This is an optimization exercise on Yosys and OpenROAD, whose aim is small area and few clock cycles, not a production implementation.
Where RTL was checked, it was by simulation tests only, not by an equivalence proof against the original.

==> yarrow: inputs <==
## iq_fir_qpsk_slicer
module iq_fir_qpsk_slicer (
  input  logic                                 clk,
  input  logic                                 rst,
  input  logic                                 s_tvalid,
  output logic                                 s_tready,
  input  logic [iqfir_pkg::IN_TDATA_W-1:0]     s_tdata,
  output logic                                 m_tvalid,
  input  logic                                 m_tready,
  output logic [iqfir_pkg::OUT_TDATA_W-1:0]    m_tdata,
  output logic                                 m_tuser,
  input  logic                                 cfg_valid,
  output logic                                 cfg_ready,
  input  logic [iqfir_pkg::CFG_IDX_W-1:0]      cfg_index,
  input  logic [iqfir_pkg::WEIGHT_W-1:0]       cfg_data
);
Settings: LEC_CHECK=0, CAP_MARGIN=20, CORE_MARGIN=2, CORE_UTILIZATION=40, SLEW_MARGIN=20; clock period 7.5 ns.
standard.sh (not shown) runs the stock make flow with config.mk's settings and CLKGATE_MAP_FILE= SYNTH_SCRIPT=/design/flow/synth_recipe.tcl, a recipe that flattens the netlist after the stock synthesis.
==> flow/flow/run.sh <==
#!/bin/bash
# Layout flow: the standard synthesis, then an inverter cleanup around the full adders
# (flow/polfix.py, checked equivalent with ABC's cec before it is used), then the standard
# layout steps. Each tool writes its full output to its own log file here.
set -euo pipefail
RES=$PWD/orfs/results/$FLOW_PLATFORM/iq_fir_qpsk_slicer/base
LIB=$FLOW_HOME/platforms/$FLOW_PLATFORM/lib/sky130_fd_sc_hd__tt_025C_1v80.lib

bash standard.sh "$RES/1_2_yosys.v" > std_synth.log 2>&1

cp "$RES/1_2_yosys.v" yosys_orig.v
if python3 flow/polfix.py yosys_orig.v yosys_pol.v > polfix.log 2>&1; then
  for n in orig pol; do
    yosys -q -p "read_liberty -ignore_miss_func $LIB; read_verilog yosys_$n.v; hierarchy -top $FLOW_TOP; flatten; proc; opt_clean; techmap; opt -fast; dffunmap; write_blif -gates $n.blif" > yosys_blif_$n.log 2>&1
  done
  yosys-abc -c "cec orig.blif pol.blif" > cec.log 2>&1 || true
  if grep -q "Networks are equivalent" cec.log; then
    cp yosys_pol.v "$RES/1_2_yosys.v"
    echo "using the cleaned netlist" >> polfix.log
  else
    echo "cec did not prove equivalence; keeping the standard netlist" >> polfix.log
  fi
  rm -f orig.blif pol.blif
fi

# smallest buffer on each port (the standard flow picks a larger delay cell)
export BUFFER_PORTS_ARGS="-buffer_cell sky130_fd_sc_hd__buf_1"
bash standard.sh > std_layout.log 2>&1
Other scripts of this flow, unchanged in this note and not shown: flow/flow/polfix.py
==> sierra: changes against yarrow <==
--- a/flow/design.v
+++ b/flow/design.v
@@ -2061,15 +2061,18 @@
   input  logic        valid,
   output logic [15:0] quot
 );
   logic        neg;
   logic [5:0]  ra6, rb6;
   logic [6:0]  v;
   logic [5:0]  c6, c6m;
-  logic [15:0] corr, p, pm;
+  logic [15:0] p, pm;
+  logic [5:0]  q0, q1a, q1b;
+  logic [3:0]  q2a, q2b;
+  logic        k0, k1a, k1b, k1;
   logic m1;
   logic m2;
   logic m3;
   logic m4;
   logic m5;
   logic m6;
   logic m7;
@@ -2215,15 +2218,14 @@
   assign c6[0] = (v == 7'd1) | (v == 7'd3) | (v == 7'd5) | (v == 7'd7) | (v == 7'd10) | (v == 7'd12) | (v == 7'd14) | (v == 7'd16) | (v == 7'd19) | (v == 7'd21) | (v == 7'd23) | (v == 7'd25) | (v == 7'd28) | (v == 7'd30) | (v == 7'd32) | (v == 7'd34) | (v == 7'd37) | (v == 7'd39) | (v == 7'd41) | (v == 7'd43) | (v == 7'd46) | (v == 7'd48) | (v == 7'd50) | (v == 7'd52) | (v == 7'd55) | (v == 7'd57) | (v == 7'd59) | (v == 7'd61) | (v == 7'd64) | (v == 7'd66) | (v == 7'd68) | (v == 7'd70) | (v == 7'd73) | (v == 7'd75) | (v == 7'd77) | (v == 7'd79) | (v == 7'd82) | (v == 7'd84) | (v == 7'd86) | (v == 7'd88) | (v == 7'd91) | (v == 7'd93) | (v == 7'd95) | (v == 7'd97) | (v == 7'd100) | (v == 7'd102) | (v == 7'd104) | (v == 7'd106) | (v == 7'd109) | (v == 7'd111) | (v == 7'd113) | (v == 7'd115) | (v == 7'd118) | (v == 7'd120) | (v == 7'd122) | (v == 7'd124);
   assign c6[1] = (v == 7'd1) | (v == 7'd2) | (v == 7'd5) | (v == 7'd6) | (v == 7'd10) | (v == 7'd11) | (v == 7'd14) | (v == 7'd15) | (v == 7'd19) | (v == 7'd20) | (v == 7'd23) | (v == 7'd24) | (v == 7'd28) | (v == 7'd29) | (v == 7'd32) | (v == 7'd33) | (v == 7'd37) | (v == 7'd38) | (v == 7'd41) | (v == 7'd42) | (v == 7'd46) | (v == 7'd47) | (v == 7'd50) | (v == 7'd51) | (v == 7'd55) | (v == 7'd56) | (v == 7'd59) | (v == 7'd60) | (v == 7'd64) | (v == 7'd65) | (v == 7'd68) | (v == 7'd69) | (v == 7'd73) | (v == 7'd74) | (v == 7'd77) | (v == 7'd78) | (v == 7'd82) | (v == 7'd83) | (v == 7'd86) | (v == 7'd87) | (v == 7'd91) | (v == 7'd92) | (v == 7'd95) | (v == 7'd96) | (v == 7'd100) | (v == 7'd101) | (v == 7'd104) | (v == 7'd105) | (v == 7'd109) | (v == 7'd110) | (v == 7'd113) | (v == 7'd114) | (v == 7'd118) | (v == 7'd119) | (v == 7'd122) | (v == 7'd123);
   assign c6[2] = (v == 7'd1) | (v == 7'd2) | (v == 7'd3) | (v == 7'd4) | (v == 7'd10) | (v == 7'd11) | (v == 7'd12) | (v == 7'd13) | (v == 7'd19) | (v == 7'd20) | (v == 7'd21) | (v == 7'd22) | (v == 7'd28) | (v == 7'd29) | (v == 7'd30) | (v == 7'd31) | (v == 7'd37) | (v == 7'd38) | (v == 7'd39) | (v == 7'd40) | (v == 7'd46) | (v == 7'd47) | (v == 7'd48) | (v == 7'd49) | (v == 7'd55) | (v == 7'd56) | (v == 7'd57) | (v == 7'd58) | (v == 7'd64) | (v == 7'd65) | (v == 7'd66) | (v == 7'd67) | (v == 7'd73) | (v == 7'd74) | (v == 7'd75) | (v == 7'd76) | (v == 7'd82) | (v == 7'd83) | (v == 7'd84) | (v == 7'd85) | (v == 7'd91) | (v == 7'd92) | (v == 7'd93) | (v == 7'd94) | (v == 7'd100) | (v == 7'd101) | (v == 7'd102) | (v == 7'd103) | (v == 7'd109) | (v == 7'd110) | (v == 7'd111) | (v == 7'd112) | (v == 7'd118) | (v == 7'd119) | (v == 7'd120) | (v == 7'd121);
   assign c6[3] = (v == 7'd2) | (v == 7'd4) | (v == 7'd6) | (v == 7'd8) | (v == 7'd11) | (v == 7'd13) | (v == 7'd15) | (v == 7'd17) | (v == 7'd20) | (v == 7'd22) | (v == 7'd24) | (v == 7'd26) | (v == 7'd29) | (v == 7'd31) | (v == 7'd33) | (v == 7'd35) | (v == 7'd38) | (v == 7'd40) | (v == 7'd42) | (v == 7'd44) | (v == 7'd47) | (v == 7'd49) | (v == 7'd51) | (v == 7'd53) | (v == 7'd56) | (v == 7'd58) | (v == 7'd60) | (v == 7'd62) | (v == 7'd65) | (v == 7'd67) | (v == 7'd69) | (v == 7'd71) | (v == 7'd74) | (v == 7'd76) | (v == 7'd78) | (v == 7'd80) | (v == 7'd83) | (v == 7'd85) | (v == 7'd87) | (v == 7'd89) | (v == 7'd92) | (v == 7'd94) | (v == 7'd96) | (v == 7'd98) | (v == 7'd101) | (v == 7'd103) | (v == 7'd105) | (v == 7'd107) | (v == 7'd110) | (v == 7'd112) | (v == 7'd114) | (v == 7'd116) | (v == 7'd119) | (v == 7'd121) | (v == 7'd123) | (v == 7'd125);
   assign c6[4] = (v == 7'd3) | (v == 7'd4) | (v == 7'd7) | (v == 7'd8) | (v == 7'd12) | (v == 7'd13) | (v == 7'd16) | (v == 7'd17) | (v == 7'd21) | (v == 7'd22) | (v == 7'd25) | (v == 7'd26) | (v == 7'd30) | (v == 7'd31) | (v == 7'd34) | (v == 7'd35) | (v == 7'd39) | (v == 7'd40) | (v == 7'd43) | (v == 7'd44) | (v == 7'd48) | (v == 7'd49) | (v == 7'd52) | (v == 7'd53) | (v == 7'd57) | (v == 7'd58) | (v == 7'd61) | (v == 7'd62) | (v == 7'd66) | (v == 7'd67) | (v == 7'd70) | (v == 7'd71) | (v == 7'd75) | (v == 7'd76) | (v == 7'd79) | (v == 7'd80) | (v == 7'd84) | (v == 7'd85) | (v == 7'd88) | (v == 7'd89) | (v == 7'd93) | (v == 7'd94) | (v == 7'd97) | (v == 7'd98) | (v == 7'd102) | (v == 7'd103) | (v == 7'd106) | (v == 7'd107) | (v == 7'd111) | (v == 7'd112) | (v == 7'd115) | (v == 7'd116) | (v == 7'd120) | (v == 7'd121) | (v == 7'd124) | (v == 7'd125);
   assign c6[5] = (v == 7'd5) | (v == 7'd6) | (v == 7'd7) | (v == 7'd8) | (v == 7'd14) | (v == 7'd15) | (v == 7'd16) | (v == 7'd17) | (v == 7'd23) | (v == 7'd24) | (v == 7'd25) | (v == 7'd26) | (v == 7'd32) | (v == 7'd33) | (v == 7'd34) | (v == 7'd35) | (v == 7'd41) | (v == 7'd42) | (v == 7'd43) | (v == 7'd44) | (v == 7'd50) | (v == 7'd51) | (v == 7'd52) | (v == 7'd53) | (v == 7'd59) | (v == 7'd60) | (v == 7'd61) | (v == 7'd62) | (v == 7'd68) | (v == 7'd69) | (v == 7'd70) | (v == 7'd71) | (v == 7'd77) | (v == 7'd78) | (v == 7'd79) | (v == 7'd80) | (v == 7'd86) | (v == 7'd87) | (v == 7'd88) | (v == 7'd89) | (v == 7'd95) | (v == 7'd96) | (v == 7'd97) | (v == 7'd98) | (v == 7'd104) | (v == 7'd105) | (v == 7'd106) | (v == 7'd107) | (v == 7'd113) | (v == 7'd114) | (v == 7'd115) | (v == 7'd116) | (v == 7'd122) | (v == 7'd123) | (v == 7'd124) | (v == 7'd125);
   assign c6m  = c6 & {6{valid}};
-  assign corr = {c6m[3:0], c6m, c6m};
   assign q1 = 1'b1 ^ sum[9];
   assign q2 = 1'b1 & sum[9];
   assign q3 = sum[10] ^ sum[4];
   assign q4 = sum[10] & sum[4];
   assign q5 = sum[11] ^ sum[5];
   assign q6 = sum[11] & sum[5];
   assign q7 = sum[12] ^ sum[6] ^ sum[0];
@@ -2288,15 +2290,21 @@
   assign q66 = (q13 & q38) | (q13 & q39) | (q38 & q39);
   assign q67 = q17 ^ q40 ^ q41;
   assign q68 = (q17 & q40) | (q17 & q41) | (q40 & q41);
   assign q69 = q21 ^ q42 ^ q43;
   assign q70 = (q21 & q42) | (q21 & q43) | (q42 & q43);
   assign p = {q68, q66, q64, q62, q60, q58, q56, q54, q52, q50, q48, q46, q45, sum[2], sum[1], sum[0]} + {q69, q67, q65, q63, q61, q59, q57, q55, q53, q51, q49, q47, q23, 1'b0, 1'b0, 1'b0};
   assign pm = p & {16{valid}};
-  assign quot = pm + corr;
+  assign {k0, q0} = 7'(pm[5:0]) + 7'(c6m);
+  assign {k1a, q1a} = 7'(pm[11:6]) + 7'(c6m);
+  assign {k1b, q1b} = 7'(pm[11:6]) + 7'(c6m) + 7'd1;
+  assign q2a = pm[15:12] + c6m[3:0];
+  assign q2b = pm[15:12] + c6m[3:0] + 4'd1;
+  assign k1 = k0 ? k1b : k1a;
+  assign quot = {k1 ? q2b : q2a, k0 ? q1b : q1a, q0};
 endmodule
 module iq_fir_qpsk_slicer (
   input  logic                                 clk,
   input  logic                                 rst,
   input  logic                                 s_tvalid,
   output logic                                 s_tready,
   input  logic [iqfir_pkg::IN_TDATA_W-1:0]     s_tdata,
@@ -2305,16 +2313,15 @@
   output logic [iqfir_pkg::OUT_TDATA_W-1:0]    m_tdata,
   output logic                                 m_tuser,
   input  logic                                 cfg_valid,
   output logic                                 cfg_ready,
   input  logic [iqfir_pkg::CFG_IDX_W-1:0]      cfg_index,
   input  logic [iqfir_pkg::WEIGHT_W-1:0]       cfg_data
 );
-  iqfir_pkg::taps_t taps;
-  iqfir_pkg::taps_t taps_m;
+  logic [59:0]      digits;
   logic [3:0]       fill;
   logic             en;
   logic             accept;
   logic [15:0]      hi0, hi1, hi2, hi3;
   logic [15:0]      hq0, hq1, hq2, hq3;
   logic [15:0]      in_i, in_q;
   logic [19:0]      bd_one, bd_two, bd_neg;
@@ -2331,37 +2338,41 @@
   logic [15:0]      raw_i, raw_q;
   assign in_i = s_tdata[46:31];
   assign in_q = s_tdata[62:47];
   assign en        = !m_tvalid || m_tready;
   assign s_tready  = en;
   assign accept    = s_tvalid && en;
   assign cfg_ready = 1'b1;
+  function automatic logic [11:0] booth(input logic [7:0] w);
+    logic [3:0] one, two, neg;
+    for (int i = 0; i < 4; i++) begin
+      logic b2, b1, b0;
+      b2 = w[2*i + 1];
+      b1 = w[2*i];
+      b0 = (i == 0) ? 1'b0 : w[2*i - 1];
+      one[i] = b1 ^ b0;
+      two[i] = (b2 & !b1 & !b0) | (!b2 & b1 & b0);
+      neg[i] = b2;
+    end
+    booth = {neg, two, one};
+  endfunction
   always_ff @(posedge clk) begin
     if (rst) begin
-      taps <= iqfir_pkg::TAP_RESET;
+      digits <= {booth(8'd1), booth(8'd2), booth(8'd3), booth(8'd2), booth(8'd1)};
     end else if (cfg_valid && cfg_index < 3'd5) begin
-      taps[cfg_index*8 +: 8] <= cfg_data;
+      digits[cfg_index*12 +: 12] <= booth(cfg_data);
     end
   end
-  assign taps_m = {taps[39:32] & {8{fill[3]}},
-                   taps[31:24] & {8{fill[2]}},
-                   taps[23:16] & {8{fill[1]}},
-                   taps[15:8]  & {8{fill[0]}},
-                   taps[7:0]};
   always_comb begin
     for (int k = 0; k < 5; k++) begin
-      for (int i = 0; i < 4; i++) begin
-        logic b2, b1, b0;
-        b2 = taps_m[8*k + 2*i + 1];
-        b1 = taps_m[8*k + 2*i];
-        b0 = (i == 0) ? 1'b0 : taps_m[8*k + 2*i - 1];
-        bd_one[4*k + i] = b1 ^ b0;
-        bd_two[4*k + i] = (b2 & !b1 & !b0) | (!b2 & b1 & b0);
-        bd_neg[4*k + i] = b2;
-      end
+      logic m;
+      m = (k == 0) ? 1'b1 : fill[k - 1];
+      bd_one[4*k +: 4] = digits[12*k +: 4] & {4{m}};
+      bd_two[4*k +: 4] = digits[12*k + 4 +: 4] & {4{m}};
+      bd_neg[4*k +: 4] = digits[12*k + 8 +: 4];
     end
   end
   always_ff @(posedge clk) begin
     if (rst) begin
       fill <= '0;
     end else if (accept) begin
       fill <= {fill[2:0], 1'b1};
==> notes <==
- sierra ran to the end with no violations. yarrow completed without violations.
- Routed wire length: sierra is smaller than yarrow (4.4%).
- Between yarrow and sierra, the lower setup slack is in sierra (gap 0.021 ns).
- Sequential share of layout area: yarrow is lower than sierra (1.3 points).
- Against sierra, the first-iteration DRC count of yarrow is larger by 9.4%.
- Against yarrow, the clock skew of sierra is higher by 0.0023 ns.
==> figures <==
| item | yarrow | sierra |
|---|---|---|
| Result of the run | finished clean | finished clean |
| Number of inserted diodes | 0 | 1 |
| Slew Limit Headroom | 32.4% | 19.4% |
| Multi-input gate share of the layout cell area | 63.9% | 63.1% |
| Share of cell area taken by flip-flops and latches | 18.8% | 20.1% |
| Fmax | 0.137 GHz | 0.136 GHz |
| GRT Total Usage | 26.3% | 25.9% |
| Horizontal extent of the die | 360 um | 354 um |
| Signal buffers share of area | 8.46% | 7.30% |
| Post-Place Setup Slack | -0.241 ns | -0.332 ns |
| Cell Area, Synth | 50,600 um2 | 49,100 um2 |
| Fin area | 57,500 um2 | 55,600 um2 |
| Vertical die dimension | 360 um | 354 um |
Testbench counts of yarrow, summed over its fixed seeds: cycles 16,400.
Only the layout flow was run in sierra; the RTL was not checked for function there.

==> re-timing with driven ports <==
The results above use ideal ports. As a check the final layouts listed here were re-extracted and re-timed, cells and wires unchanged.
Step 1 assumes that a clkbuf_16 drives the clock port and a buf_2 every other input.
Step 2 adds t to the input delays and takes it off the output delays; t is the mean of the earliest and latest rising clock arrival at the registers after step 1. Input paths then give back, and output paths get back, about the clock's delay inside the block.
Three values: no drivers, after step 1, after step 2; two values: the first two.
run	shift t [ns]	setup slack, ns	worst setup path at the end	latest minus earliest clock arrival (ns)
yarrow	0.709	0.193 / 0.193 / -0.064	input to register	0.050 / 0.050
sierra	0.727	0.172 / 0.172 / -0.025	input to register	0.060 / 0.060
Met with ideal ports but missed after step 2: setup timing in yarrow and sierra. For yarrow, which loses most, drivers alone change the setup slack by 0.000 ns; drivers and shift together by -0.257 ns.
